Background: an optimization exercise with open tools, aiming at small area, a short achievable clock period and few clock cycles. Do not read the settings as production practice.
Where RTL was checked, it was by simulation tests only, not by an equivalence proof against the original.
No functional check of the RTL was part of runs 1, 5, 8 and 9.
No activity file was given, so power comes from the tool's default toggle rates.

===== flow/design.v =====
module axi_bram2axis_amux #(
  parameter int W = 26
) (
  input  logic         sel,
  input  logic [W-1:0] c,
  input  logic [W-1:0] b,
  output logic [W-1:0] y
);
  assign y = b ^ (c & {W{sel}});
endmodule
module axi_bram2axis #(
  parameter int AXI_DATA_WIDTH      = 512,
  parameter int AXI_XFER_SIZE_WIDTH = 32,
  parameter int BRAM_ADDR_WIDTH     = 32,
  parameter int BRAM_DATA_WIDTH     = 512,
  parameter int BRAM_DELAY          = 2,
  parameter int FIFO_DEPTH          = BRAM_DELAY + 2
) (
  input  logic                           clk,
  input  logic                           rst,
  input  logic                           i_bs2a_start,
  output logic                           o_bs2a_done,
  input  logic [AXI_XFER_SIZE_WIDTH-1:0] i_bs2a_data_size_bytes,
  output logic                           o_bs2a_rden,
  output logic [BRAM_ADDR_WIDTH-1:0]     o_bs2a_rdaddr,
  input  logic [BRAM_DATA_WIDTH-1:0]     i_bs2a_rddata,
  output logic                           m_axis_tvalid,
  input  logic                           m_axis_tready,
  output logic [AXI_DATA_WIDTH-1:0]      m_axis_tdata,
  output logic                           m_axis_tlast
);
  localparam int NW = AXI_XFER_SIZE_WIDTH - 6;
  localparam int GW = 4;
  localparam int NG = (NW + GW - 1) / GW;
  logic          done_q;    
  logic          rden_q;    
  logic          vld_q;     
  logic          last_q;    
  logic [NG-1:0] en_q;      
  logic [NW-1:0] w_q;       
  logic [NW-1:0] rem_q;     
  logic [NW-1:0] n_in, nxt, cy, rem_dec, addr;
  logic          go, acc, vld_d, last_d, en_d;
  assign n_in = i_bs2a_data_size_bytes[AXI_XFER_SIZE_WIDTH-1:6];
  assign go   = i_bs2a_start && (n_in != '0);
  assign acc  = vld_q && m_axis_tready;
  assign vld_d  = rden_q && !done_q && !acc;
  assign last_d = vld_q ? last_q : (rem_q == NW'(1));
  assign en_d   = vld_d && !last_d;
  always_comb begin
    for (int i = 0; i < NW; i++) begin
      logic [NW-1:0] lo, glo;
      lo         = (NW'(1) << i) - NW'(1);
      glo        = lo & ~((NW'(1) << (i / GW * GW)) - NW'(1));
      cy[i]      = en_q[i / GW] && &(w_q | ~glo);
      rem_dec[i] = (&(~rem_q | ~lo)) ? ~rem_q[i] : rem_q[i];
    end
  end
  assign nxt = w_q ^ cy;
  axi_bram2axis_amux #(.W(NW)) u_amux (
    .sel(m_axis_tready), .c(cy), .b(w_q), .y(addr)
  );
  assign o_bs2a_rden   = !done_q;
  assign o_bs2a_rdaddr = BRAM_ADDR_WIDTH'(addr);
  assign o_bs2a_done   = done_q;
  assign m_axis_tvalid = vld_q;
  assign m_axis_tdata  = i_bs2a_rddata;
  assign m_axis_tlast  = last_q;
  always_ff @(posedge clk) begin
    if (rst) begin
      done_q <= 1'b1;
      rden_q <= 1'b0;
      vld_q  <= 1'b0;
      en_q   <= '0;
    end else begin
      rden_q <= o_bs2a_rden;
      vld_q  <= vld_d;
      for (int g = 0; g < NG; g++)
        en_q[g] <= en_d && &(w_q | ~((NW'(1) << (g * GW)) - NW'(1)));
      if (done_q) begin
        if (go) done_q <= 1'b0;
      end else if (acc && last_q) begin
        done_q <= 1'b1;
      end
    end
  end
  always_ff @(posedge clk) begin
    if (rst || done_q) w_q <= '0;
    else if (acc)      w_q <= nxt;
  end
  always_ff @(posedge clk) begin
    if (done_q)                rem_q <= n_in;
    else if (!vld_q && rden_q) rem_q <= rem_dec;
    last_q <= last_d;
  end
endmodule

===== flow/flow/run.sh =====
#!/bin/bash
# The standard layout, with three changes:
# - the port buffers are buf_2 cells instead of the resizer's default (a slow
#   delay cell);
# - the control ports are kept together on one stretch of the bottom edge
#   (flow/pins.tcl), next to the logic between them;
# - the clock tree is built without dummy loads.
set -euo pipefail
export BUFFER_PORTS_ARGS="-buffer_cell sky130_fd_sc_hd__buf_2"
export PRE_IO_PLACEMENT_TCL="$PWD/flow/pins.tcl"
export CTS_ARGS="-sink_clustering_enable -repair_clock_nets -sink_clustering_size 50 -sink_clustering_max_diameter 100 -buf_list sky130_fd_sc_hd__clkbuf_8 -dont_use_dummy_load"
bash standard.sh > standard.log 2>&1

===== flow/flow/pins.tcl =====
# Keep the control ports on one stretch of the bottom edge.
set_io_pin_constraint -region bottom:145-245 -pin_names [get_ports {
  clk rst i_bs2a_start i_bs2a_data_size_bytes* o_bs2a_done o_bs2a_rden
  o_bs2a_rdaddr* m_axis_tvalid m_axis_tready m_axis_tlast}]

===== flow/standard.sh =====
#!/bin/bash
# synth_recipe.tcl (not shown) runs the flow's synth.tcl, then flattens the netlist and writes it again
# the make line also repeats each setting of config.mk as NAME=value (left out here)
make -C /OpenROAD-flow-scripts/flow DESIGN_CONFIG=/design/flow/config.mk WORK_HOME=/design/flow/orfs CLKGATE_MAP_FILE= SYNTH_SCRIPT=/design/flow/synth_recipe.tcl "${@:-finish}"

===== flow/config.mk =====
export PLATFORM = sky130hd
export DESIGN_NAME = axi_bram2axis
export DESIGN_NICKNAME = axi_bram2axis
export VERILOG_FILES = /design/flow/design.v
export SDC_FILE = /design/flow/constraint.sdc
export NUM_CORES = 4
export LEC_CHECK = 0
export CAP_MARGIN = 20
export CORE_AREA = 5 5 385 385
export CTS_BUF_LIST = sky130_fd_sc_hd__clkbuf_8
export CTS_CLUSTER_DIAMETER = 100
export CTS_CLUSTER_SIZE = 50
export DIE_AREA = 0 0 390 390
export SETUP_SLACK_MARGIN = 2.2
export SLEW_MARGIN = 20
export SYNTH_HIERARCHICAL = 1
export SYNTH_MINIMUM_KEEP_SIZE = 0

===== flow/constraint.sdc =====
create_clock -name core_clock -period 5.0 [get_ports {clk}]
set_input_delay 1.0000 -clock core_clock [delete_from_list [all_inputs] [get_ports {clk}]]
set_output_delay 1.0000 -clock core_clock [all_outputs]
set_load 0.01 [all_outputs]

==> results.txt, run 1 <==
run status finished clean; reg2reg setup slack 2950 ps; Max Clock Freq 0.365 GHz; Tmin final 2740 ps; HP Class reg -> reg; commonest non-fill, non-tap cell in the layout nand2_1; synth warn 7; Die Footprint 152000 µm²; CP Launch Type input pin; multi-input logic area 1720 µm²; WP data arrival 1740 ps; ys flop type dfxtp_1; Synth Area per Inst 8.15 µm²; CTS tree yes; Pwr Total 1.02 mW; register area share after synthesis 21.0%; diodes inserted 0; TritonCTS buffer count 9; Final ANT Viol Nets 0; largest net degree at the start of global routing 62; Crit. End Element primary output; Max H-tree Level 3; max-slew violation count 0; first-pass GRT wire length 84000 µm; crit path to o_bs2a_rdaddr[9]; Crit Path Max Fanout 28; Clk Latency, worst-skew pair 340 ps; drt total wl 76800 µm; pre-CTS WS 1980 ps; initial antenna violation count 0; worst ir drop on vdd 107 µV; FF+latch count, synth 63; Detailed Routing Iterations Pass 1 4; critical path required time 4000 ps; PwrDens 167 nW/µm²; CTS root buf clkbuf_8; RSZ-0062 raised after global routing false; Setup TNS Final 0 ps; Setup Crit Path Kind in -> out; Final setup viols 0; most frequent cells in the layout 85 x nand2_1, 58 x buf_2, 37 x dfxtp_1; post-route cell area 6090 µm²; via count 3775; Post-route DRC 0; grt total ovfl 0; GPL Wtd Cong 0.922; synthesized cell area 7250 µm²; Worst R2R Start rem_q[6]$_DFFE_PP_; Rows 139; vias in the first global route 3564; Initial Util 5.05%; Avg Vias per Cell 1.62; fill cell count 17017; IO buf count 59; relative slew slack 34.9%; share of cells above drive strength 1 20.6%; Clock Path Buffers 2; Tcrit/Tclk final 54.9%; r2r worst-path depth 3; Core Box Area 143000 µm²; Clock Pin Slew Worst Setup and Hold Paths 60 ps; dpl cells 2321; Final Util 4.24%; I/O pin count 1096; post-detail-place hpwl 72800 µm; max-cap viol count 0; register area 1520 µm²; clock sink count 63; hold depth 2; endpoints failing hold 0; Layout Skew 13.7 ps; Post CTS Setup Buffer Count 0; crit path setup slack, layout 2260 ps; final non-filler cell total 2330; placed cell area 5960 µm²; Worst Tran Pin Value 977 ps; Leak 1.52 nW; Reg2Reg Capture Point rem_q[17]$_DFFE_PP_; global-route usage over all layers 9.48%; synthesized instance count 889; WHS 505 ps; Die W 390 µm; Critical path origin m_axis_tready; Nets 984; area delta synth->final -16.0%; die span in y 390 µm; DR iter-0 viols 381; Post-synth EDFFs 26; library cells used by synthesis 46; drt wl/cell 32.9 µm; Synth async-reset ratio 0%
## repair_timing
| item | 4_1_cts | 5_1_grt |
|---|---|---|
| endpoints found under the setup margin | 26 | 0 |
| gates resized for setup | 2 | 0 |
| hold buffers | 0 | 0 |
## synthesized netlist by cell type, types with 6 or more instances
master | n | area (µm²)
a21oi_1 | 7 | 35.0
o21ai_0 | 33 | 165
nand4_1 | 6 | 37.5
edfxtp_1 | 26 | 781
and3_1 | 6 | 37.5
xor2_1 | 19 | 166
dfxtp_1 | 37 | 741
nand3_1 | 7 | 35.0
nor4_1 | 7 | 43.8
ha_1 | 7 | 87.6
nand2_1 | 85 | 319
and2_1 | 6 | 37.5
o31ai_1 | 6 | 45.0
clkbuf_1 | 10 | 37.5
nor2_1 | 31 | 116
buf_4 | 518 | 3890
xnor2_1 | 26 | 228
## per-layer routing
| layer | wire (µm) | GRT usage [%] |
|---|---|---|
| met1 | 7520 | 2.62 |
| met2 | 35500 | 15.6 |
| met3 | 30600 | 18.2 |
| met4 | 2620 | 2.22 |
| met5 | 539 | 2.52 |
## sequential cells by signal (all words and copies together) (netlist names)
signal	flops
en_q	7
rden_q	1
rem_q	26
vld_q	1
w_q	26
last_q	1
done_q	1
## kinds of logic after synthesis
kind of cell	count (synthesis)	synth area share (%)
fa+ha+maj	7	1.21
compound gates	59	5.01
simple gates	172	11.8
buf+inv	542	55.5
other cells	1	0.0518
xor+xnor	45	5.44
flops	63	21.0
## layout make-up
class	count	area share (%)
well taps	1903	39.1
multi-input cells	289	28.2
flip-flops and latches	63	25.0
repair buffers	61	5.20
clock buffers	9	2.04
inverters	5	0.391
## report_power, final
group          switching (mW)  internal [mW]
logic                  0.0591         0.0315
registers              0.0237          0.568
clock network           0.174          0.160
## how the worst min path moves through the flow
stage	from	end	slack [ps]
2_1_floorplan	w_q[24]$_SDFFE_PP0N_	w_q[24]$_SDFFE_PP0N_	460
3_3_place_gp	w_q[24]$_SDFFE_PP0N_	w_q[24]$_SDFFE_PP0N_	490
3_5_place_dp	w_q[24]$_SDFFE_PP0N_	w_q[24]$_SDFFE_PP0N_	500
4_1_cts	w_q[24]$_SDFFE_PP0N_	w_q[24]$_SDFFE_PP0N_	510
5_1_grt	w_q[20]$_SDFFE_PP0N_	w_q[20]$_SDFFE_PP0N_	550
6_report	w_q[24]$_SDFFE_PP0N_	w_q[24]$_SDFFE_PP0N_	500
## critical path, cell delays in order
cell and delay (ps):
buf_6 210, nand2_1 100, xnor2_1 240, buf_2 180
==> inputs of run 2 (changes only) <==
--- a/flow/design.v
+++ b/flow/design.v
@@ -41,4 +41,4 @@
   logic [NW-1:0] rem_q;     
-  logic [NW-1:0] n_in, nxt, cy, rem_dec, addr;
-  logic          go, acc, vld_d, last_d, en_d;
+  logic [NW-1:0] n_in, cy, rem_dec, addr;
+  logic          go, acc, vld_d, last_d, en_d, rem_en;
   assign n_in = i_bs2a_data_size_bytes[AXI_XFER_SIZE_WIDTH-1:6];
@@ -49,2 +49,3 @@
   assign en_d   = vld_d && !last_d;
+  assign rem_en = !vld_q && rden_q;
   always_comb begin
@@ -55,6 +56,5 @@
       cy[i]      = en_q[i / GW] && &(w_q | ~glo);
-      rem_dec[i] = (&(~rem_q | ~lo)) ? ~rem_q[i] : rem_q[i];
+      rem_dec[i] = rem_q[i] ^ (rem_en && &(~rem_q | ~lo));
     end
   end
-  assign nxt = w_q ^ cy;
   axi_bram2axis_amux #(.W(NW)) u_amux (
@@ -88,7 +88,6 @@
     if (rst || done_q) w_q <= '0;
-    else if (acc)      w_q <= nxt;
+    else               w_q <= addr;
   end
   always_ff @(posedge clk) begin
-    if (done_q)                rem_q <= n_in;
-    else if (!vld_q && rden_q) rem_q <= rem_dec;
+    rem_q  <= done_q ? n_in : rem_dec;
     last_q <= last_d;
--- a/flow/config.mk
+++ b/flow/config.mk
@@ -13,3 +13,3 @@
 export DIE_AREA = 0 0 390 390
-export SETUP_SLACK_MARGIN = 2.2
+export SETUP_SLACK_MARGIN = 2.5
 export SLEW_MARGIN = 20
==> results.txt, run 2 <==
run status finished clean; Detailed Routing Iterations Pass 1 4; Post-route DRC 0; most numerous cell in the Yosys netlist buf_4; Core Box Area 143000 µm²; area delta synth->final -8.83%; synthesized cell area 6840 µm²; routed length on met2 37900 µm; Final setup viols 0; clock sink count 63; Rows 139; Clk Latency, worst-skew pair 350 ps; Routed met3 length 29600 µm; Worst R2R Start vld_q$_SDFF_PP0_; first-pass GRT wire length 82600 µm; post-synth top area cell buf_4; drt total wl 75700 µm; post-detail-place hpwl 71800 µm; fill cell count 16980; FF+latch count, synth 63; Max H-tree Level 3; GPL Wtd Cong 0.922; Setup Crit Path Kind in -> out; Sw Ratio 26.2%; max-cap viol count 0; M1 WL 6240 µm; Synth Area per Inst 8.02 µm²; vias in the first global route 3637; RSZ-0062 raised after global routing true; I/O pin count 1096; Leak 1.79 nW; initial antenna violation count 0; Synth area leaders buf_4 57%, dfxtp_1 18%, xnor2_1 3.7%, and2_1 3.6%, nand2_1 2.2%; worst hold start rem_q[19]$_DFF_P_; die span in y 390 µm; TritonCTS buffer count 9; drt wl/cell 32.8 µm; hold_buf cts 0; Die W 390 µm; global-route usage over all layers 9.33%; Max Clock Freq 0.393 GHz; Avg Vias per Cell 1.57; Pint 0.733 mW; combinational share of power 10.2%; Largest regs rem_q (26), w_q (26), en_q (7); relative slew slack 57.3%; Die Footprint 152000 µm²; synth cell count leaders 518 x buf_4, 63 x dfxtp_1, 40 x nand2_1, 39 x and2_1, 29 x xnor2_1; final non-filler cell total 2307; NetSw 0.261 mW; Post-synth EDFFs 0; dpl cells 2289; Tcrit/Tclk final 50.9%; top sig layer met5; r2r worst-path depth 4; largest net degree at the start of global routing 33; IO buf count 59; max-slew violation count 0; register area share after synthesis 18.4%; Tmin final 2550 ps; synthesized instance count 853; area fraction of the dominant cell type after synthesis 56.8%; Layout Skew 15.1 ps; DR iter-0 viols 175; CP Launch Type input pin; Worst Tran Pin Value 634 ps; slowest CP cell xnor2_2; Setup TNS Final 0 ps; max incr delay on CP 170 ps; Clock Pin Slew Worst Setup and Hold Paths 60 ps; clock share of power 33.8%; Crit. End Element primary output; Nets 955; Initial Util 4.77%; Critical path origin m_axis_tready; commonest non-fill, non-tap cell in the layout buf_2; share of cells above drive strength 1 38.4%; critical path required time 4000 ps; CTS tree yes; worst ir drop on vdd 112 µV; most frequent cells in the layout 54 x buf_2, 47 x dfxtp_1, 37 x and2_1; ys flop type dfxtp_1; PwrDens 159 nW/µm²; CP Cell Sequence buf_16, nand2_1, xnor2_2, buf_2; HP Class reg -> reg; grt total ovfl 0; Flop pwr share 56.0%; synth warn 7; register area 1290 µm²; diodes inserted 0; Final ANT Viol Nets 0; via count 3613; multi-input logic area 1980 µm²; library cells used by synthesis 47; Clock Path Buffers 2; Synth async-reset ratio 0%; Crit Path Max Fanout 7; CTS root buf clkbuf_8; WP data arrival 1550 ps; endpoints failing hold 0; hold depth 2
-- run 2: cell types whose count changed in the layout (fill, tap and decap cells not counted), moves of 12 or more --
cell / previous run / this run
xor2_1: 19 / 5
nand2_1: 85 / 20
xnor2_1: 26 / 3
xnor2_2: 0 / 24
edfxtp_1: 26 / 0
a31oi_1: 1 / 13
and2_1: 6 / 37
o21ai_0: 33 / 15
dfxtp_2: 0 / 14
-- run 2: stage by stage --
| stage | instance area, µm² | power (mW) | utilization [%] | worst slack [ps] | hold WS (ps) |
|---|---|---|---|---|---|
| 2_1_floorplan | 7010 | 1.04 | - | 2520 | 463 |
| 3_5_place_dp | 5730 | 0.652 | 3.99 | 1980 | 497 |
| 3_3_place_gp | 5730 | 0.648 | 3.99 | 1990 | 482 |
| 4_1_cts | 6090 | 0.998 | 4.25 | 2480 | 511 |
| 6_report | 6240 | 0.993 | 4.35 | 2450 | 505 |
| 5_1_grt | 6240 | 1.04 | 4.35 | 2430 | 530 |
-- run 2: power by group through the flow --
stage | clock (mW) | sequential, mW | combinational, mW
floorplan | 0 | 0.556 | 0.487
global placement | 0 | 0.565 | 0.0838
detailed placement | 0 | 0.567 | 0.0854
CTS | 0.345 | 0.556 | 0.0973
global route | 0.365 | 0.561 | 0.112
finish | 0.336 | 0.556 | 0.101
-- run 2: kinds of logic after synthesis --
group	count (synthesis)	synth area share, %
fa+ha+maj	1	0.183
simple gates	174	14.6
compound gates	46	4.28
xor+xnor	34	4.35
other cells	1	0.0548
flops	63	18.4
buf+inv	534	58.1
-- run 2: layout make-up --
type | instances | area share [%]
clock buffer | 9 | 1.99
timing repair inverter | 1 | 0.0802
sequential | 63 | 20.6
timing repair buffer | 68 | 7.26
tap | 1903 | 38.2
inverter | 2 | 0.181
multi-input combinational | 261 | 31.7
-- run 2: critical path: cells and delay by family --
| family | cells | cell delay [ps] |
|---|---|---|
| buffers and inverters | 2 | 280 |
| xor gates and xnor gates | 1 | 170 |
| and+or+nand+nor | 1 | 90 |
-- run 2: worst paths after layout --
path | to | slack [ps]
setup / recovery | o_bs2a_rdaddr[2] | 2450
hold / removal | rem_q[19]$_DFF_P_ | 510
setup reg to reg | rem_q[22]$_DFF_P_ | 2770
hold reg to reg | rem_q[19]$_DFF_P_ | 510
-- run 2: timing repair --
| action | 4_1_cts | 5_1_grt |
|---|---|---|
| gates resized for setup | 43 | 33 |
| cloned | 3 | 1 |
| pin swaps | 13 | 15 |
| buffers inserted | 4 | 1 |
| setup endpoints to repair | 28 | 26 |
-- run 2: routing by layer --
| layer | vias up | global-route usage, % |
|---|---|---|
| li1 | 1319 | - |
| met4 | 2 | 2.15 |
| met3 | 145 | 17.6 |
| met1 | 1442 | 2.10 |
| met5 | - | 0.542 |
| met2 | 705 | 16.5 |
Testbench counts of run 2, summed over its fixed seeds: cycles 13,562.
==> inputs of run 3 (changes only) <==
--- a/flow/config.mk
+++ b/flow/config.mk
@@ -17 +17,2 @@
 export SYNTH_MINIMUM_KEEP_SIZE = 0
+export TNS_END_PERCENT = 10
==> results.txt, run 3 <==
run status finished clean; CP Launch Type input pin; via count 3584; WHS 505 ps; post-detail-place hpwl 71500 µm; multi-input logic area 1720 µm²; critical path required time 4000 ps; drt wl/cell 32.8 µm; Worst Tran Pin Value 638 ps; PwrDens 167 nW/µm²; Rows 139; hold_buf cts 0; register area 1260 µm²; grt total ovfl 0; relative slew slack 57.1%; library cells used by synthesis 47; Tcrit/Tclk final 50.7%; fill cell count 17007; Final setup viols 0; simple-gate share of the synthesized area 14.6%; Avg Vias per Cell 1.56; synthesized cell area 6840 µm²; Setup Crit Path Kind in -> out; HP Class reg -> reg; most numerous cell in the Yosys netlist buf_4; post-synth top area cell buf_4; clock sink count 63; Largest regs rem_q (26), w_q (26), en_q (7); Critical path origin m_axis_tready; most frequent cells in the layout 63 x dfxtp_1, 58 x buf_2, 39 x and2_1; worst hold start rem_q[24]$_DFF_P_; global-route usage over all layers 9.30%; max-slew violation count 0; synth warn 7; initial antenna violation count 0; TritonCTS buffer count 9; Detailed Routing Iterations Pass 1 4; share of cells above drive strength 1 25.3%; IO buf count 59; Final ANT Viol Nets 0; diodes inserted 0; Tmin final 2540 ps; WP data arrival 1540 ps; Setup TNS Final 0 ps; area delta synth->final -13.8%; Die Footprint 152000 µm²; I/O pin count 1096; Crit Path Max Fanout 14; post-synthesis mux area share 0%; largest family of logic cells by synthesized area buffers and inverters; largest net degree at the start of global routing 31; Clock Pin Slew Worst Setup and Hold Paths 60 ps; Max H-tree Level 3; Synth async-reset ratio 0%; commonest non-fill, non-tap cell in the layout dfxtp_1; register area share after synthesis 18.4%; Clock Path Buffers 2; CTS root buf clkbuf_8; Layout Skew 11.5 ps; worst ir drop on vdd 116 µV; Die W 390 µm; die span in y 390 µm; Crit. End Element primary output; synth cell count leaders 518 x buf_4, 63 x dfxtp_1, 40 x nand2_1, 39 x and2_1, 29 x xnor2_1; drt total wl 75600 µm; GPL Wtd Cong 0.865; Post-Synth XOR/XNOR Area 4.35%; Core Box Area 143000 µm²; RSZ-0062 raised after global routing true; Nets 951; Synth Area per Inst 8.02 µm²; ys flop type dfxtp_1; first-pass GRT wire length 82400 µm; Leak 1.53 nW; Max Clock Freq 0.394 GHz; Post-route DRC 0; Initial Util 4.77%; DR iter-0 viols 180; CTS tree yes; Post-synth EDFFs 0; Adder-Cell Fraction of Synth Area 0.183%; endpoints failing hold 0; Clk Latency, worst-skew pair 340 ps; Worst R2R Start vld_q$_SDFF_PP0_; area fraction of the dominant cell type after synthesis 56.8%; vias in the first global route 3502; Compound-Gate Fraction of Synth Area 4.28%; FF+latch count, synth 63; synthesized instance count 853; max-cap viol count 0; Synth area leaders buf_4 57%, dfxtp_1 18%, xnor2_1 3.7%, and2_1 3.6%, nand2_1 2.2%
[run 3: changes by cell type in the layout (fill, tap and decap cells not counted), moves of 9 or more]
cell     delta
xnor2_1    +15
nand2_4     -9
xnor2_2    -13
dfxtp_1    +16
nand2_1    +16
dfxtp_2    -14
[run 3: cell families after synthesis]
| group | after synthesis |
|---|---|
| buffers and inverters | 534 |
| and+or+nand+nor | 174 |
| DFF | 63 |
| AOI/OAI and AO/OA | 46 |
| xor gates and xnor gates | 34 |
| adders and majority gates | 1 |
| other | 1 |
[run 3: what timing repair did]
action                                  in CTS  in global routing
endpoints found under the setup margin      27                 27
gates resized for setup                     15                  6
pin swaps                                    4                  1
buffers inserted                             0                  1
gates cloned                                 1                  2
[run 3: stage by stage]
step                      worst slack [ps]  util, %  instance area, µm²  instances  total power, mW
after floorplan                       2470        -                6880        858             1.04
after CTS                             2440     4.06                5820       2300            0.988
final                                 2460     4.11                5900       2303            0.983
after detailed placement              2020     3.90                5600       2290            0.651
after global routing                  2410     4.11                5900       2303             1.03
after global placement                2010     3.90                5600       2290            0.649
[run 3: path summary, 6_finish.rpt]
kind / cells past startpoint / end / slack [ps]
setup / recovery: 4 / o_bs2a_rdaddr[7] / 2460
hold / removal: 2 / rem_q[24]$_DFF_P_ / 500
setup reg to reg: 4 / rem_q[22]$_DFF_P_ / 2770
hold reg to reg: 2 / rem_q[24]$_DFF_P_ / 500
[run 3: worst max-delay path, cell delays in order]
cell	delay [ps]
buf_16	120
nand2_1	70
xnor2_1	180
buf_2	170
[run 3: power by group]
group	total [mW]	switching [mW]	internal, mW
logic	0.0980	0.0542	0.0437
registers	0.552	0.0254	0.526
clock network	0.334	0.174	0.160
[run 3: layout make-up]
class | instances | area share (%)
Tap cell | 1903 | 40.4
Multi-Input combinational cell | 261 | 29.2
Sequential cell | 63 | 21.4
Timing Repair Buffer | 64 | 6.66
Clock buffer | 9 | 2.10
Inverter | 2 | 0.191
Timing Repair inverter | 1 | 0.0849
[run 3: routing by layer]
layer | share of wire (%) | track usage, %
met2 | 49 | 16.0
met4 | 2.5 | 2.07
met1 | 9.0 | 2.32
met3 | 40 | 17.8
met5 | 0 | 0
==> inputs of run 4 (changes only) <==
--- a/flow/config.mk
+++ b/flow/config.mk
@@ -13,3 +13,3 @@
 export DIE_AREA = 0 0 390 390
-export SETUP_SLACK_MARGIN = 2.5
+export SETUP_SLACK_MARGIN = 2.6
 export SLEW_MARGIN = 20
==> results.txt, run 4 <==
TritonCTS buffer count 9; area delta synth->final -10.0%; initial antenna violation count 0; Setup TNS Final 0 ps; Worst R2R Start vld_q$_SDFF_PP0_; ys flop type dfxtp_1; Clk Latency, worst-skew pair 350 ps; WP data arrival 1520 ps; fill cell count 17002; Final Util 4.29%; Crit. End Element primary output; vias in the first global route 3453; Synth Area per Inst 8.02 µm²; Largest regs rem_q (26), w_q (26), en_q (7); PwrDens 161 nW/µm²; most frequent cells in the layout 55 x buf_2, 51 x dfxtp_1, 38 x and2_1; GPL Wtd Cong 0.920; die span in y 390 µm; routing usage on met2 16.0%; Worst Tran Pin Value 660 ps; post-synth top area cell buf_4; max-cap viol count 0; met3 Use GR 17.4%; area fraction of the dominant cell type after synthesis 56.8%; FF+latch count, synth 63; drt total wl 73600 µm; Reg2Reg Capture Point rem_q[22]$_DFF_P_; share of cells above drive strength 1 36.5%; simple-gate share of the synthesized area 14.6%; endpoints failing hold 0; Adder-Cell Fraction of Synth Area 0.183%; commonest non-fill, non-tap cell in the layout buf_2; global-route usage over all layers 9.10%; Compound-Gate Fraction of Synth Area 4.28%; CP Launch Type input pin; Leak 1.74 nW; post-route cell area 6160 µm²; Clock Path Buffers 2; DR iter-0 viols 192; crit path to o_bs2a_rdaddr[10]; Post-synth EDFFs 0; CP Cell Sequence buf_16, nand2_2, xnor2_2, buf_2; WHS 505 ps; Detailed Routing Iterations Pass 1 4; RSZ-0062 raised after global routing true; max-slew violation count 0; global route hottest layer met3; Synth async-reset ratio 0%; relative slew slack 55.6%; Avg Vias per Cell 1.51; Critical path origin m_axis_tready; HP Class reg -> reg; diodes inserted 0; Post-route DRC 0; largest family of logic cells by synthesized area buffers and inverters; synthesized cell area 6840 µm²; slowest CP cell buf_2; Clock Pin Slew Worst Setup and Hold Paths 50 ps; first-pass GRT wire length 80500 µm; I/O pin count 1096; hold_buf cts 0; Post-Synth XOR/XNOR Area 4.35%; Die Footprint 152000 µm²; Setup Crit Path Kind in -> out; post-detail-place hpwl 69600 µm; register area share after synthesis 18.4%; dpl cells 2290; run status finished clean; synth cell count leaders 518 x buf_4, 63 x dfxtp_1, 40 x nand2_1, 39 x and2_1, 29 x xnor2_1; Crit Path Max Fanout 7; drt wl/cell 31.9 µm; reg2reg setup slack 2720 ps; max incr delay on CP 170 ps; Pwr Total 0.994 mW; largest net degree at the start of global routing 31; critical path required time 4000 ps; Initial Util 4.77%; clock sink count 63; grt total ovfl 0; Max Clock Freq 0.397 GHz; via count 3481; crit path setup slack, layout 2480 ps; CTS tree yes; synthesized instance count 853; pre-CTS WS 1990 ps; r2r worst-path depth 4; Core Box Area 143000 µm²; Tcrit/Tclk final 50.4%; most numerous cell in the Yosys netlist buf_4; worst ir drop on vdd 120 µV; Max H-tree Level 3; Rows 139; post-synthesis mux area share 0%; Final setup viols 0; CTS root buf clkbuf_8; placed cell area 5730 µm²; IO buf count 59; synth warn 7; library cells used by synthesis 47; final non-filler cell total 2306; Final ANT Viol Nets 0; Die W 390 µm; met1 usage in global routing 1.82%; Tmin final 2520 ps; Layout Skew 27.3 ps; Synth area leaders buf_4 57%, dfxtp_1 18%, xnor2_1 3.7%, and2_1 3.6%, nand2_1 2.2%; Nets 954
==> run 4: worst min path at each step <==
| stage | start | endpoint | slack (ps) | cells after the start |
|---|---|---|---|---|
| 2_1_floorplan | rem_q[25]$_DFF_P_ | rem_q[25]$_DFF_P_ | 460 | 2 |
| 3_3_place_gp | rem_q[23]$_DFF_P_ | rem_q[23]$_DFF_P_ | 480 | 2 |
| 3_5_place_dp | rem_q[25]$_DFF_P_ | rem_q[25]$_DFF_P_ | 490 | 2 |
| 4_1_cts | rem_q[23]$_DFF_P_ | rem_q[23]$_DFF_P_ | 500 | 2 |
| 5_1_grt | rem_q[23]$_DFF_P_ | rem_q[23]$_DFF_P_ | 520 | 2 |
| 6_report | rem_q[25]$_DFF_P_ | rem_q[25]$_DFF_P_ | 510 | 2 |
==> run 4: layout make-up <==
class | instances | area (µm²) | share of cell area (%)
multi-input combinational | 261 | 1910 | 31.0
inverter | 2 | 11.3 | 0.183
clock buffer | 9 | 124 | 2.01
tap | 1903 | 2380 | 38.7
timing repair buffer | 67 | 445 | 7.23
sequential | 63 | 1280 | 20.8
timing repair inverter | 1 | 5.00 | 0.0813
==> run 4: timing repair <==
item / in CTS / in global routing
gates cloned: 3 / 1
pin swaps: 9 / 8
setup endpoints to repair: 27 / 30
resized for setup: 35 / 26
setup buffers: 1 / 2
==> run 4: worst max-delay path, delay by kind of cell <==
family        cells  cell delay [ps]
buf+inv           2              280
simple gates      1               70
xor+xnor          1              160
==> run 4: kinds of logic (layout without fill, tap and decap cells) <==
group	after synthesis	count (layout)
buffers and inverters	534	79
adders and majority gates	1	1
AOI/OAI and AO/OA	46	46
and+or+nand+nor	174	174
xor gates and xnor gates	34	34
DFF	63	63
other	1	6
==> run 4: report_power, final <==
group	total [mW]	leakage [nW]	internal [mW]	switching (mW)
Clock	0.338	0.0647	0.160	0.179
Combinational	0.105	1.15	0.0475	0.0571
Sequential	0.551	0.525	0.525	0.0261
==> run 4: metal layers <==
layer,wire length [µm],up-vias
li1,-,1315
met1,5460,1383
met2,36900,665
met3,29000,116
met4,2110,2
met5,82,-
==> inputs of run 5 (changes only) <==
--- a/flow/design.v
+++ b/flow/design.v
@@ -32,3 +32,3 @@
   localparam int NW = AXI_XFER_SIZE_WIDTH - 6;
-  localparam int GW = 4;
+  localparam int GW = 6;
   localparam int NG = (NW + GW - 1) / GW;
--- a/flow/config.mk
+++ b/flow/config.mk
@@ -13,3 +13,3 @@
 export DIE_AREA = 0 0 390 390
-export SETUP_SLACK_MARGIN = 2.6
+export SETUP_SLACK_MARGIN = 2.4
 export SLEW_MARGIN = 20
@@ -17,2 +17 @@
 export SYNTH_MINIMUM_KEEP_SIZE = 0
-export TNS_END_PERCENT = 10
==> results.txt, run 5 <==
run status finished clean; Max H-tree Level 3; IO buf count 59; Leak 1.54 nW; Clock Path Buffers 2; Worst Path Buf+Inv 1; worst ir drop on vdd 87.3 µV; crit-path leading delay family simple AND/OR/NAND/NOR gates; most frequent cells in the layout 58 x buf_2, 51 x dfxtp_1, 43 x nand2_1; relative slew slack 48.1%; Max Clock Freq 0.387 GHz; initial antenna violation count 0; drt total wl 72800 µm; Final setup viols 0; DR iter-0 viols 179; WP data arrival 1580 ps; via count 3586; first-pass GRT wire length 80100 µm; Crit Path Max Fanout 4; Die Footprint 152000 µm²; Layout Skew 16.1 ps; library cells used by synthesis 45; max-cap viol count 0; synth warn 7; Initial Util 4.73%; GPL Wtd Cong 0.788; post-detail-place hpwl 68900 µm; fill cell count 17021; post-synth top area cell buf_4; Final ANT Viol Nets 0; die span in y 390 µm; Crit. End Element primary output; Setup TNS Final 0 ps; CTS root buf clkbuf_8; vias in the first global route 3646; I/O pin count 1096; dpl cells 2288; global-route usage over all layers 8.99%; RSZ-0062 raised after global routing true; Nets 950; HP Class reg -> reg; drt wl/cell 31.6 µm; critical path required time 4000 ps; Synth area leaders buf_4 57%, dfxtp_1 18%, xnor2_1 3.6%, and2_1 3.5%, nand2_1 2.4%; Setup Crit Path Kind reg -> out; Rows 139; diodes inserted 0; Synth async-reset ratio 0%; Post-route DRC 0; Levels on crit path 6; CP Launch Type flip-flop; register area share after synthesis 18.0%; endpoints failing hold 0; Tmin final 2580 ps; Detailed Routing Iterations Pass 1 4; Clk Latency, worst-skew pair 350 ps; grt total ovfl 0; synthesized cell area 6780 µm²; Avg Vias per Cell 1.56; synth cell count leaders 518 x buf_4, 61 x dfxtp_1, 44 x nand2_1, 38 x and2_1, 28 x xnor2_1; Die W 390 µm; max incr delay on CP 350 ps; Clock Pin Slew Worst Setup and Hold Paths 60 ps; PwrDens 165 nW/µm²; final non-filler cell total 2302; clock sink count 61; r2r worst-path depth 4; Largest regs rem_q (26), w_q (26), en_q (5); hold depth 2; FF+latch count, synth 61; Core Box Area 143000 µm²; slowest CP cell dfxtp_2; area delta synth->final -13.0%; CTS tree yes; post-route cell area 5900 µm²; Worst Tran Pin Value 772 ps; commonest non-fill, non-tap cell in the layout buf_2; Tcrit/Tclk final 51.6%; placed cell area 5530 µm²; Post-synth EDFFs 0; CP Cell Sequence and3_4, and3_1, and2_1, nand2_1, xnor2_2, buf_2; Synth Area per Inst 8.00 µm²; share of cells above drive strength 1 30.1%; max-slew violation count 0; hold_buf cts 0; synthesized instance count 848; area fraction of the dominant cell type after synthesis 57.3%; largest net degree at the start of global routing 34; most numerous cell in the Yosys netlist buf_4; TritonCTS buffer count 9; ys flop type dfxtp_1
## run 5: cell types whose count changed in the layout (fill, tap and decap cells not counted), sizes merged, moves of 2 or more
cell      before  now
and3           7   10
nor2          22   19
or3            9    5
clkinvlp       2    0
nor3           6    4
and4           2    0
xor2           5    7
nor4          12   15
dfxtp         63   61
nand2         43   47
## run 5: final cells by class
cell class / instances / area, µm² / area share (%)
well taps: 1903 / 2380 / 40.4
clock buffers: 9 / 124 / 2.10
repair buffers: 67 / 395 / 6.70
multi-input cells: 260 / 1750 / 29.7
inverters: 2 / 7.51 / 0.127
flip-flops and latches: 61 / 1240 / 21.0
## run 5: kinds of logic after synthesis
kind of cell / count (synthesis) / share of synthesized area, %
adder cells (fa/ha/maj): 1 / 0.184
other: 1 / 0.0553
AND/OR/NAND/NOR: 173 / 14.4
buffers and inverters: 532 / 58.6
XOR/XNOR: 35 / 4.52
flip-flops: 61 / 18.0
AO/OA/AOI/OAI: 45 / 4.21
## run 5: power breakdown
| part | internal, mW | switching, mW | total (mW) |
|---|---|---|---|
| clock network | 0.160 | 0.176 | 0.336 |
| registers | 0.512 | 0.0254 | 0.537 |
| logic | 0.0442 | 0.0588 | 0.103 |
## run 5: timing repair
action | in CTS | in global routing
buffers inserted | 3 | 1
pin swaps | 1 | 3
gates resized for setup | 21 | 19
setup endpoints to repair | 26 | 30
cloned | 0 | 1
## run 5: final timing paths
check	to	from	slack, ps
min reg2reg	rem_q[10]$_DFF_P_	rem_q[10]$_DFF_P_	500
max	o_bs2a_rdaddr[17]	w_q[12]$_SDFF_PP0_	2420
min	rem_q[10]$_DFF_P_	rem_q[10]$_DFF_P_	500
max reg2reg	rem_q[23]$_DFF_P_	vld_q$_SDFF_PP0_	2740
## run 5: worst reg2reg max path, delay by kind of cell (launching register included)
family / cells / cell delay [ps]
AO/OA/AOI/OAI: 1 / 170
flip-flops: 1 / 410
AND/OR/NAND/NOR: 3 / 1610
## run 5: layer usage
| layer | track usage, % | part of all wire [%] | up-vias |
|---|---|---|---|
| li1 | - | - | 1299 |
| met1 | 2.21 | 8.7 | 1431 |
| met2 | 15.5 | 49 | 706 |
| met3 | 17.1 | 40 | 148 |
| met4 | 2.09 | 2.6 | 2 |
| met5 | 0.383 | 0.066 | - |
## run 5: metrics by stage
step           util (%)  power, mW  hold slack (ps)  setup WS [ps]
2_1_floorplan         -       1.03              449           2470
3_3_place_gp       3.86      0.643              479           2030
3_5_place_dp       3.86      0.646              484           2010
4_1_cts            4.01      0.980              494           2400
5_1_grt            4.11       1.02              521           2310
6_report           4.11      0.976              499           2420
==> inputs of run 6 (changes only) <==
--- a/flow/design.v
+++ b/flow/design.v
@@ -32,3 +32,3 @@
   localparam int NW = AXI_XFER_SIZE_WIDTH - 6;
-  localparam int GW = 6;
+  localparam int GW = 4;
   localparam int NG = (NW + GW - 1) / GW;
==> results.txt, run 6 <==
Layout Skew 25.5 ps; grt total ovfl 0; WP data arrival 1570 ps; synthesized cell area 6840 µm²; TritonCTS buffer count 9; Worst Tran Pin Value 612 ps; library cells used by synthesis 47; fill cell count 17034; Max Clock Freq 0.389 GHz; run status finished clean; synth warn 7; first-pass GRT wire length 75100 µm; Sw Ratio 25.7%; most frequent cells in the layout 63 x dfxtp_1, 58 x buf_2, 39 x nand2_1, 39 x and2_1, 22 x nor2_1; Max H-tree Level 3; PwrDens 167 nW/µm²; most numerous cell in the Yosys netlist buf_4; Post-synth EDFFs 0; clock share of power 33.9%; crit-path leading delay family buffers and inverters; area delta synth->final -14.5%; hold_buf cts 0; Synth async-reset ratio 0%; initial antenna violation count 0; Crit. End Element primary output; multi-input logic area 1700 µm²; Core Box Area 143000 µm²; Die Footprint 152000 µm²; share of cells above drive strength 1 24.1%; NetSw 0.251 mW; CP Launch Type input pin; global-route usage over all layers 8.41%; slowest CP cell xnor2_2; max-cap viol count 0; Tcrit/Tclk final 51.4%; Clock Pin Slew Worst Setup and Hold Paths 60 ps; area fraction of the dominant cell type after synthesis 56.8%; register area 1260 µm²; Clock Path Buffers 2; vias in the first global route 3497; Synth area leaders buf_4 57%, dfxtp_1 18%, xnor2_1 3.7%, and2_1 3.6%, nand2_1 2.2%; dpl cells 2290; I/O pin count 1096; Tmin final 2570 ps; Worst Path Buf+Inv 2; Rows 139; final non-filler cell total 2302; post-detail-place hpwl 64700 µm; Initial Util 4.77%; Synth Area per Inst 8.02 µm²; DR iter-0 viols 195; max incr delay on CP 170 ps; ys flop type dfxtp_1; Setup Crit Path Kind in -> out; crit path setup slack, layout 2430 ps; GPL Wtd Cong 0.806; Pwr Total 0.979 mW; Pint 0.727 mW; drt total wl 68500 µm; largest net degree at the start of global routing 31; CTS root buf clkbuf_8; die span in y 390 µm; Setup TNS Final 0 ps; Die W 390 µm; Final setup viols 0; relative slew slack 58.9%; commonest non-fill, non-tap cell in the layout dfxtp_1; IO buf count 59; critical path required time 4000 ps; max-slew violation count 0; Avg Vias per Cell 1.55; Leak 1.51 nW; FF+latch count, synth 63; drt wl/cell 29.8 µm; register area share after synthesis 18.4%; synthesized instance count 853; CP Cell Sequence clkbuf_16, nand2_1, xnor2_2, buf_2; Clk Latency, worst-skew pair 350 ps; Detailed Routing Iterations Pass 1 5; diodes inserted 0; worst ir drop on vdd 94.4 µV; Post-route DRC 0; Crit Path Max Fanout 14; Final ANT Viol Nets 0; Final Util 4.08%; RSZ-0062 raised after global routing false; via count 3559; endpoints failing hold 0; clock sink count 63; Nets 950; HP Class reg -> reg; synth cell count leaders 518 x buf_4, 63 x dfxtp_1, 40 x nand2_1, 39 x and2_1, 29 x xnor2_1; pre-CTS WS 1990 ps; Largest regs rem_q (26), w_q (26), en_q (7); CTS tree yes; post-synth top area cell buf_4; combinational share of power 9.7%; Flop pwr share 56.4%
==> run 6: metrics by stage <==
| stage | instance area, µm² | hold WS (ps) |
|---|---|---|
| floorplan | 6860 | 463 |
| global route | 5850 | 530 |
| detailed placement | 5580 | 489 |
| global placement | 5580 | 485 |
| finish | 5850 | 500 |
| CTS | 5790 | 500 |
==> run 6: worst min-delay path, cell delays in order (launching register included) <==
cell	delay, ps
dfxtp_1	310
o31ai_1	70
a31oi_1	70
==> run 6: repair_timing <==
action	in CTS	in global routing
cloned	0	1
endpoints found under the setup margin	26	25
buffers inserted	0	2
hold endpoints to repair	0	0
resized for setup	14	3
pin swaps	1	2
==> run 6: layer usage <==
metal  global-route usage, %  share of wire, %
met1                    2.04               8.7
met2                    14.8                50
met3                    15.6                38
met4                    2.04               2.8
met5                   0.319             0.076
==> run 6: logic make-up after synthesis <==
logic type	count (synthesis)	synth area share, %
buffers and inverters	534	58.1
AND/OR/NAND/NOR	174	14.6
flip-flops	63	18.4
AO/OA/AOI/OAI	46	4.28
XOR/XNOR	34	4.35
adder cells (fa/ha/maj)	1	0.183
other	1	0.0548
==> run 6: final cells by class <==
class | count | share of cell area (%)
Timing Repair Buffer | 64 | 6.37
Multi-Input combinational cell | 261 | 29.1
Tap cell | 1903 | 40.7
Clock buffer | 9 | 2.12
Inverter | 2 | 0.192
Sequential cell | 63 | 21.6
==> run 6: path summary, 6_finish.rpt <==
| path | from | endpoint | slack [ps] | cells after the start |
|---|---|---|---|---|
| worst min-delay path | rem_q[23]$_DFF_P_ | rem_q[23]$_DFF_P_ | 500 | 2 |
| worst max register to register | vld_q$_SDFF_PP0_ | rem_q[24]$_DFF_P_ | 2760 | 4 |
| worst max-delay path | m_axis_tready | o_bs2a_rdaddr[16] | 2430 | 4 |
| worst min register to register | rem_q[23]$_DFF_P_ | rem_q[23]$_DFF_P_ | 500 | 2 |
==> run 6: power by group through the flow <==
stage	clock [mW]	combinational [mW]	sequential (mW)
final	0.332	0.0953	0.552
after global routing	0.369	0.106	0.555
after CTS	0.344	0.0927	0.551
after detailed placement	0	0.0902	0.561
after global placement	0	0.0884	0.560
after floorplan	0	0.487	0.556
Testbench counts of run 6, summed over its fixed seeds: cycles 13,562.
==> inputs of run 7 (changes only) <==
--- a/flow/flow/run.sh
+++ b/flow/flow/run.sh
@@ -10,3 +10,3 @@
 export PRE_IO_PLACEMENT_TCL="$PWD/flow/pins.tcl"
-export CTS_ARGS="-sink_clustering_enable -repair_clock_nets -sink_clustering_size 50 -sink_clustering_max_diameter 100 -buf_list sky130_fd_sc_hd__clkbuf_8 -dont_use_dummy_load"
+export CTS_ARGS="-sink_clustering_enable -repair_clock_nets -sink_clustering_size 50 -sink_clustering_max_diameter 100 -buf_list sky130_fd_sc_hd__clkbuf_4 -dont_use_dummy_load"
 bash standard.sh > standard.log 2>&1
--- a/flow/config.mk
+++ b/flow/config.mk
@@ -9,3 +9,3 @@
 export CORE_AREA = 5 5 385 385
-export CTS_BUF_LIST = sky130_fd_sc_hd__clkbuf_8
+export CTS_BUF_LIST = sky130_fd_sc_hd__clkbuf_4
 export CTS_CLUSTER_DIAMETER = 100
==> results.txt, run 7 <==
run status finished clean; commonest non-fill, non-tap cell in the layout buf_2; FF+latch count, synth 63; combinational share of power 10.8%; reg2reg setup slack 2770 ps; relative slew slack 57.7%; Reg2Reg Capture Point rem_q[23]$_DFF_P_; critical path required time 4000 ps; Detailed Routing Iterations Pass 1 4; Flop pwr share 61.8%; CTS root buf clkbuf_4; Leak 1.52 nW; WP data arrival 1580 ps; Synth async-reset ratio 0%; final non-filler cell total 2303; drt wl/cell 29.8 µm; initial antenna violation count 0; clock sink count 63; Initial Util 4.77%; Tmin final 2580 ps; diodes inserted 0; WHS 508 ps; share of cells above drive strength 1 28.5%; most frequent cells in the layout 58 x buf_2, 53 x dfxtp_1, 39 x and2_1; drt total wl 68500 µm; r2r worst-path depth 4; ys flop type dfxtp_1; grt total ovfl 0; first-pass GRT wire length 75100 µm; Final setup viols 0; NetSw 0.241 mW; Avg Vias per Cell 1.55; Clk Latency, worst-skew pair 410 ps; synth warn 7; library cells used by synthesis 47; Worst Tran Pin Value 629 ps; IO buf count 59; Sw Ratio 27.1%; Crit. End Element primary output; endpoints failing hold 0; Setup TNS Final 0 ps; synth cell count leaders 518 x buf_4, 63 x dfxtp_1, 40 x nand2_1, 39 x and2_1, 29 x xnor2_1; Pint 0.650 mW; via count 3563; I/O pin count 1096; Final ANT Viol Nets 0; area fraction of the dominant cell type after synthesis 56.8%; die span in y 390 µm; Die W 390 µm; CP Launch Type input pin; TritonCTS buffer count 9; Worst R2R Start vld_q$_SDFF_PP0_; largest net degree at the start of global routing 31; Crit Path Max Fanout 14; fill cell count 17033; GPL Wtd Cong 0.806; Max Clock Freq 0.388 GHz; Clock Path Buffers 2; DR iter-0 viols 191; post-detail-place hpwl 64700 µm; post-synth top area cell buf_4; clock share of power 27.5%; Critical path origin m_axis_tready; Rows 139; crit path to o_bs2a_rdaddr[11]; Core Box Area 143000 µm²; worst ir drop on vdd 79.3 µV; Setup Crit Path Kind in -> out; Tcrit/Tclk final 51.6%; register area share after synthesis 18.4%; global-route usage over all layers 8.40%; HP Class reg -> reg; synthesized cell area 6840 µm²; Pwr Total 0.891 mW; CTS tree yes; vias in the first global route 3512; Final Util 4.08%; RSZ-0062 raised after global routing true; dpl cells 2290; Synth area leaders buf_4 57%, dfxtp_1 18%, xnor2_1 3.7%, and2_1 3.6%, nand2_1 2.2%; Largest regs rem_q (26), w_q (26), en_q (7); most numerous cell in the Yosys netlist buf_4; PwrDens 152 nW/µm²; synthesized instance count 853; Layout Skew 35.7 ps; area delta synth->final -14.4%; max-slew violation count 0; max-cap viol count 0; Die Footprint 152000 µm²; Max H-tree Level 3; Post-route DRC 0; Clock Pin Slew Worst Setup and Hold Paths 100 ps; Post-synth EDFFs 0; Nets 951; Synth Area per Inst 8.02 µm²
## run 7: worst min-delay path by stage
stage	from	to	cells past startpoint
after floorplan	rem_q[25]$_DFF_P_	rem_q[25]$_DFF_P_	2
after global placement	rem_q[25]$_DFF_P_	rem_q[25]$_DFF_P_	2
after detailed placement	rem_q[23]$_DFF_P_	rem_q[23]$_DFF_P_	2
after CTS	rem_q[23]$_DFF_P_	rem_q[23]$_DFF_P_	2
after global routing	rem_q[17]$_DFF_P_	rem_q[17]$_DFF_P_	2
final	rem_q[23]$_DFF_P_	rem_q[23]$_DFF_P_	2
## run 7: area by class of cell
class                      count  area, µm²  area share, %
multi-input combinational    261       1740           29.7
timing repair buffer          64        373           6.37
clock buffer                   9       67.6           1.15
tap                         1903       2380           40.7
sequential                    63       1280           21.8
inverter                       2       11.3          0.192
timing repair inverter         1       5.00         0.0855
## run 7: what timing repair did
item | in CTS | in global routing
cloned | 0 | 2
buffers inserted | 0 | 2
pin swaps | 0 | 3
setup endpoints to repair | 27 | 26
gates resized for setup | 14 | 21
hold buffers | 0 | 0
## run 7: worst max-delay path, cell delays in order
cell,delay (ps)
buf_16,120
nand2_2,70
xnor2_2,210
buf_2,170
## run 7: logic make-up (layout without fill, tap and decap cells)
group	Yosys count	after routing	share of synthesized area, %
buffers and inverters	534	76	58.1
AOI/OAI and AO/OA	46	46	4.28
adders and majority gates	1	1	0.183
xor gates and xnor gates	34	34	4.35
other	1	6	0.0548
DFF	63	63	18.4
and+or+nand+nor	174	174	14.6
## run 7: metal layers
layer | vias up | track usage [%] | routed length [µm]
met5 | - | 0.319 | 52
met2 | 660 | 14.8 | 34300
met1 | 1442 | 2.08 | 5980
met3 | 148 | 15.5 | 26300
li1 | 1311 | - | -
met4 | 2 | 2.06 | 1890
## run 7: power by group through the flow
stage                     registers, mW  logic, mW  clock network [mW]
after floorplan                   0.556      0.487                   0
after detailed placement          0.561     0.0902                   0
after CTS                         0.550     0.0920               0.259
after global routing              0.555      0.107               0.280
final                             0.551     0.0959               0.245
after global placement            0.560     0.0884                   0
## run 7: per-stage QoR
step,area [µm²],setup WS [ps]
after floorplan,6860,2470
after global placement,5580,1990
after detailed placement,5580,1990
after CTS,5730,2390
after global routing,5850,2330
final,5850,2420
==> inputs of run 8 (changes only) <==
--- a/flow/design.v
+++ b/flow/design.v
@@ -37,3 +37,2 @@
   logic          vld_q;     
-  logic          last_q;    
   logic [NG-1:0] en_q;      
@@ -42,3 +41,3 @@
   logic [NW-1:0] n_in, cy, rem_dec, addr;
-  logic          go, acc, vld_d, last_d, en_d, rem_en;
+  logic          go, acc, last, vld_d, last_d, en_d, rem_en;
   assign n_in = i_bs2a_data_size_bytes[AXI_XFER_SIZE_WIDTH-1:6];
@@ -47,3 +46,4 @@
   assign vld_d  = rden_q && !done_q && !acc;
-  assign last_d = vld_q ? last_q : (rem_q == NW'(1));
+  assign last   = (rem_q == '0);
+  assign last_d = vld_q ? last : (rem_q == NW'(1));
   assign en_d   = vld_d && !last_d;
@@ -67,3 +67,3 @@
   assign m_axis_tdata  = i_bs2a_rddata;
-  assign m_axis_tlast  = last_q;
+  assign m_axis_tlast  = last;
   always_ff @(posedge clk) begin
@@ -81,3 +81,3 @@
         if (go) done_q <= 1'b0;
-      end else if (acc && last_q) begin
+      end else if (acc && last) begin
         done_q <= 1'b1;
@@ -91,4 +91,3 @@
   always_ff @(posedge clk) begin
-    rem_q  <= done_q ? n_in : rem_dec;
-    last_q <= last_d;
+    rem_q <= done_q ? n_in : rem_dec;
   end
==> results.txt, run 8 <==
CP Cell Sequence nor4_4, nand4_1, nor3_2, buf_2; hold_buf cts 0; RSZ-0062 raised after global routing true; run status finished clean; worst ir drop on vdd 97.9 µV; CTS tree yes; Rows 139; Crit. End Element primary output; Synth Area per Inst 8.00 µm²; initial antenna violation count 0; Tcrit/Tclk final 55.8%; Max H-tree Level 3; area delta synth->final -12.1%; Layout Skew 24.3 ps; share of cells above drive strength 1 34.1%; Clk Latency, worst-skew pair 420 ps; Post-route DRC 0; first-pass GRT wire length 79700 µm; Worst Tran Pin Value 970 ps; Synth area leaders buf_4 57%, dfxtp_1 18%, xnor2_1 3.8%, and2_1 3.6%, nand2_1 2.4%; Final ANT Viol Nets 0; most numerous cell in the Yosys netlist buf_4; Largest regs rem_q (26), w_q (26), en_q (7); placed cell area 5560 µm²; Synth async-reset ratio 0%; dpl cells 2289; Max Clock Freq 0.358 GHz; synthesized instance count 856; area fraction of the dominant cell type after synthesis 56.8%; synth cell count leaders 518 x buf_4, 62 x dfxtp_1, 43 x nand2_1, 39 x and2_1, 30 x xnor2_1; Die Footprint 152000 µm²; TritonCTS buffer count 9; register area share after synthesis 18.1%; post-synth top area cell buf_4; via count 3615; Core Box Area 143000 µm²; IO buf count 59; GPL Wtd Cong 0.782; max-cap viol count 0; most frequent cells in the layout 58 x buf_2, 46 x dfxtp_1, 39 x nand2_1; max incr delay on CP 360 ps; die span in y 390 µm; Crit Path Max Fanout 4; Final Util 4.19%; Tmin final 2790 ps; Clock Pin Slew Worst Setup and Hold Paths 100 ps; Final setup viols 0; HP Class reg -> reg; Avg Vias per Cell 1.56; Detailed Routing Iterations Pass 1 4; diodes inserted 0; Pwr Total 1.22 mW; library cells used by synthesis 42; clock sink count 62; I/O pin count 1096; Post-synth EDFFs 0; post-detail-place hpwl 68700 µm; Nets 962; relative slew slack 35.3%; drt total wl 72900 µm; final non-filler cell total 2314; FF+latch count, synth 62; DR iter-0 viols 149; CTS root buf clkbuf_4; Setup Crit Path Kind reg -> out; max-slew violation count 0; global-route usage over all layers 8.98%; PwrDens 202 nW/µm²; commonest non-fill, non-tap cell in the layout buf_2; drt wl/cell 31.5 µm; largest net degree at the start of global routing 31; Leak 1.58 nW; synth warn 7; Initial Util 4.77%; ys flop type dfxtp_1; endpoints failing hold 0; post-route cell area 6020 µm²; grt total ovfl 0; critical path required time 4000 ps; WP data arrival 1790 ps; CP Launch Type flip-flop; Clock Path Buffers 2; vias in the first global route 3555; Setup TNS Final 0 ps; slowest CP cell dfxtp_2; Die W 390 µm; synthesized cell area 6850 µm²
## run 8: critical path, delay by kind of cell, from the launching register on
kind          cells  cell delay [ps]
flops             1              360
buf+inv           1              190
simple gates      3              840
## run 8: timing repair
action / in CTS / in global routing
pin swaps: 10 / 9
endpoints found under the setup margin: 36 / 16
resized for setup: 29 / 28
hold endpoints to repair: 0 / 0
buffers inserted: 8 / 6
gates cloned: 1 / 1
## run 8: logic make-up (layout without fill, tap and decap cells)
family	Yosys count	in the layout	synth area share (%)
xor gates and xnor gates	35	35	4.48
AOI/OAI and AO/OA	45	45	4.35
adders and majority gates	1	1	0.183
and+or+nand+nor	173	173	14.3
other	1	6	0.0548
DFF	62	62	18.1
buffers and inverters	539	89	58.5
## run 8: path summary, 6_finish.rpt
path	cells after the start	slack (ps)	to	from
max	4	2210	m_axis_tlast	rem_q[2]$_DFF_P_
min	2	500	en_q[2]$_SDFF_PP0_	w_q[4]$_SDFF_PP0_
max reg2reg	4	2560	rem_q[21]$_DFF_P_	vld_q$_SDFF_PP0_
min reg2reg	2	500	en_q[2]$_SDFF_PP0_	w_q[4]$_SDFF_PP0_
## run 8: layout make-up
| type | count | area [µm²] |
|---|---|---|
| fill | 17007 | 137000 |
| tap | 1903 | 2380 |
| multi-input combinational | 260 | 1820 |
| sequential | 62 | 1270 |
| timing repair buffer | 75 | 458 |
| clock buffer | 9 | 67.6 |
| inverter | 4 | 18.8 |
| timing repair inverter | 1 | 5.00 |
## run 8: per-layer routing
metal / global-route usage [%] / share of wire, % / vias up / wire length [µm]
met2: 15.6 / 49 / 708 / 36000
li1: - / - / 1321 / -
met4: 2.13 / 2.5 / 0 / 1840
met5: 0 / 0 / - / 0
met1: 2.39 / 9.6 / 1457 / 6970
met3: 16.7 / 39 / 129 / 28100
## run 8: through the flow
step / worst slack [ps] / hold slack, ps
6_report: 2210 / 498
5_1_grt: 2140 / 514
4_1_cts: 2210 / 512
3_5_place_dp: 2010 / 473
3_3_place_gp: 2030 / 468
2_1_floorplan: 2470 / 453
## run 8: report_power, final
group	switching, mW	internal [mW]	total [mW]
clock network	0.161	0.0834	0.244
logic	0.160	0.128	0.289
registers	0.110	0.575	0.685
==> inputs of run 9 (changes only) <==
--- a/flow/flow/run.sh
+++ b/flow/flow/run.sh
@@ -10,3 +10,3 @@
 export PRE_IO_PLACEMENT_TCL="$PWD/flow/pins.tcl"
-export CTS_ARGS="-sink_clustering_enable -repair_clock_nets -sink_clustering_size 50 -sink_clustering_max_diameter 100 -buf_list sky130_fd_sc_hd__clkbuf_4 -dont_use_dummy_load"
+export CTS_ARGS="-sink_clustering_enable -repair_clock_nets -sink_clustering_size 50 -sink_clustering_max_diameter 100 -buf_list sky130_fd_sc_hd__clkbuf_8 -dont_use_dummy_load"
 bash standard.sh > standard.log 2>&1
--- a/flow/config.mk
+++ b/flow/config.mk
@@ -9,3 +9,3 @@
 export CORE_AREA = 5 5 385 385
-export CTS_BUF_LIST = sky130_fd_sc_hd__clkbuf_4
+export CTS_BUF_LIST = sky130_fd_sc_hd__clkbuf_8
 export CTS_CLUSTER_DIAMETER = 100
==> results.txt, run 9 <==
Setup Crit Path Kind reg -> out; largest net degree at the start of global routing 31; via count 3518; initial antenna violation count 0; max-cap viol count 0; Tmin final 2720 ps; Clock Pin Slew Worst Setup and Hold Paths 60 ps; TritonCTS buffer count 9; global-route usage over all layers 8.97%; Setup TNS Final 0 ps; I/O pin count 1096; ys flop type dfxtp_1; synth warn 7; synth cell count leaders 518 x buf_4, 62 x dfxtp_1, 43 x nand2_1, 39 x and2_1, 30 x xnor2_1; Crit Path Max Fanout 3; library cells used by synthesis 42; Tcrit/Tclk final 54.3%; area delta synth->final -13.4%; CTS root buf clkbuf_8; share of cells above drive strength 1 25.8%; placed cell area 5560 µm²; clock sink count 62; RSZ-0062 raised after global routing true; Max H-tree Level 3; Layout Skew 10.6 ps; endpoints failing hold 0; Post-route DRC 0; Die Footprint 152000 µm²; Synth Area per Inst 8.00 µm²; Nets 954; CTS tree yes; Post-synth EDFFs 0; Leak 1.53 nW; HP Class reg -> reg; fill cell count 17014; WP data arrival 1720 ps; first-pass GRT wire length 79700 µm; critical path required time 4000 ps; commonest non-fill, non-tap cell in the layout dfxtp_1; Worst Tran Pin Value 918 ps; diodes inserted 0; Synth async-reset ratio 0%; synthesized cell area 6850 µm²; Detailed Routing Iterations Pass 1 4; CP Launch Type flip-flop; Rows 139; die span in y 390 µm; post-route cell area 5930 µm²; run status finished clean; register area share after synthesis 18.1%; worst ir drop on vdd 153 µV; grt total ovfl 0; Clk Latency, worst-skew pair 340 ps; Largest regs rem_q (26), w_q (26), en_q (7); hold_buf cts 0; FF+latch count, synth 62; drt wl/cell 31.5 µm; PwrDens 216 nW/µm²; GPL Wtd Cong 0.782; WHS 507 ps; post-detail-place hpwl 68700 µm; Final setup viols 0; most numerous cell in the Yosys netlist buf_4; max-slew violation count 0; relative slew slack 38.8%; post-synth top area cell buf_4; Core Box Area 143000 µm²; Max Clock Freq 0.368 GHz; IO buf count 59; Clock Path Buffers 2; Initial Util 4.77%; Avg Vias per Cell 1.53; DR iter-0 viols 172; vias in the first global route 3476; synthesized instance count 856; Crit. End Element primary output; Final ANT Viol Nets 0; Die W 390 µm; Synth area leaders buf_4 57%, dfxtp_1 18%, xnor2_1 3.8%, and2_1 3.6%, nand2_1 2.4%; drt total wl 72600 µm; area fraction of the dominant cell type after synthesis 56.8%; most frequent cells in the layout 62 x dfxtp_1, 58 x buf_2, 42 x nand2_1
run 9: cell types whose count changed in the layout (fill, tap and decap cells not counted), moves of 3 or more:
cell      delta
dfxtp_1     +16
xnor2_1      +4
dfxtp_2     -14
buf_4        -7
nand2_2      -3
xnor2_2      -4
clkbuf_4     -9
and3_1       +3
clkbuf_8     +9
and3_4       -3
nand2_1      +3
run 9: path summary, 6_finish.rpt:
path	cells after the start	end	slack [ps]	from
min	2	rem_q[23]$_DFF_P_	510	rem_q[23]$_DFF_P_
max reg2reg	4	rem_q[21]$_DFF_P_	2550	vld_q$_SDFF_PP0_
max	4	m_axis_tlast	2280	rem_q[3]$_DFF_P_
min reg2reg	2	rem_q[23]$_DFF_P_	510	rem_q[23]$_DFF_P_
run 9: cell type report:
class / instances / area, µm² / area share, %
clock buffers: 9 / 124 / 2.09
repair buffers: 68 / 405 / 6.84
inverters: 4 / 18.8 / 0.317
multi-input cells: 260 / 1760 / 29.6
flip-flops and latches: 62 / 1240 / 20.9
well taps: 1903 / 2380 / 40.2
run 9: logic make-up after synthesis:
family / after synthesis / share of synthesized area, %
DFF: 62 / 18.1
and+or+nand+nor: 173 / 14.3
adders and majority gates: 1 / 0.183
xor gates and xnor gates: 35 / 4.48
other: 1 / 0.0548
buffers and inverters: 539 / 58.5
AOI/OAI and AO/OA: 45 / 4.35
run 9: per-layer routing:
layer,share of wire [%],track usage [%],up-vias
met3,39,16.8,128
met2,49,15.6,696
met5,0,0,-
met4,2.5,1.99,0
met1,9.3,2.36,1392
li1,-,-,1302
run 9: per-stage QoR:
stage | util [%] | std cells | setup slack [ps] | power [mW]
2_1_floorplan | - | 861 | 2470 | 1.27
3_3_place_gp | 3.88 | 2289 | 2030 | 0.912
3_5_place_dp | 3.88 | 2289 | 2010 | 0.924
4_1_cts | 4.10 | 2304 | 2230 | 1.29
5_1_grt | 4.13 | 2306 | 2190 | 1.36
6_report | 4.13 | 2306 | 2280 | 1.28
run 9: power breakdown:
group	leakage, nW	total [mW]	switching (mW)	internal (mW)
combinational	0.957	0.270	0.151	0.120
clock	0.0647	0.327	0.167	0.160
sequential	0.510	0.682	0.110	0.572
run 9: worst max-delay path, cell delays in order, from the launching register on:
cell and delay, ps:
dfxtp_1 340, nor4_4 370, nand4_1 210, nor3_2 290, buf_2 180
run 9: what timing repair did:
item,CTS,global route
setup buffers,5,2
resized for setup,21,5
setup endpoints to repair,36,8
gates cloned,1,0
pin swaps,9,5

afterwards: timing with drivers on the ports:
How much do the figures lean on ideal ports? The routed layouts below were timed once more, with nothing changed but the port constraints.
Step 1, drivers: a clkbuf_16 drives clk and a buf_2 each remaining input, both assumed.
Step 2 moves the port delays by t, midway between the first and last clock arrival at a register: inputs arrive t later, outputs are due t later. That takes back most of the time a late clock gives input paths.
Slacks: ideal ports / drivers / drivers and shift; pairs: ideal ports / drivers.
| run | t (ns) | setup slack, ns | worst data-port slew with drivers (ns) |
|---|---|---|---|
| run 1 | 0.366 | 2.257 / 2.212 / 2.212 | 0.40 |
| run 2 | 0.373 | 2.455 / 2.179 / 2.167 | 0.44 |
| run 3 | 0.367 | 2.463 / 2.227 / 2.227 | 0.44 |
| run 4 | 0.367 | 2.482 / 2.177 / 2.177 | 0.40 |
| run 5 | 0.375 | 2.419 / 2.299 / 2.299 | 0.34 |
| run 6 | 0.366 | 2.430 / 2.269 / 2.269 | 0.33 |
| run 7 | 0.422 | 2.422 / 2.278 / 2.278 | 0.34 |
| run 8 | 0.437 | 2.210 / 2.182 / 2.264 | 0.38 |
| run 9 | 0.363 | 2.283 / 2.249 / 2.249 | 0.38 |
After both steps every run listed still meets setup and hold. For run 4, which loses most, drivers alone change the setup slack by -0.305 ns; drivers and shift together by -0.305 ns.
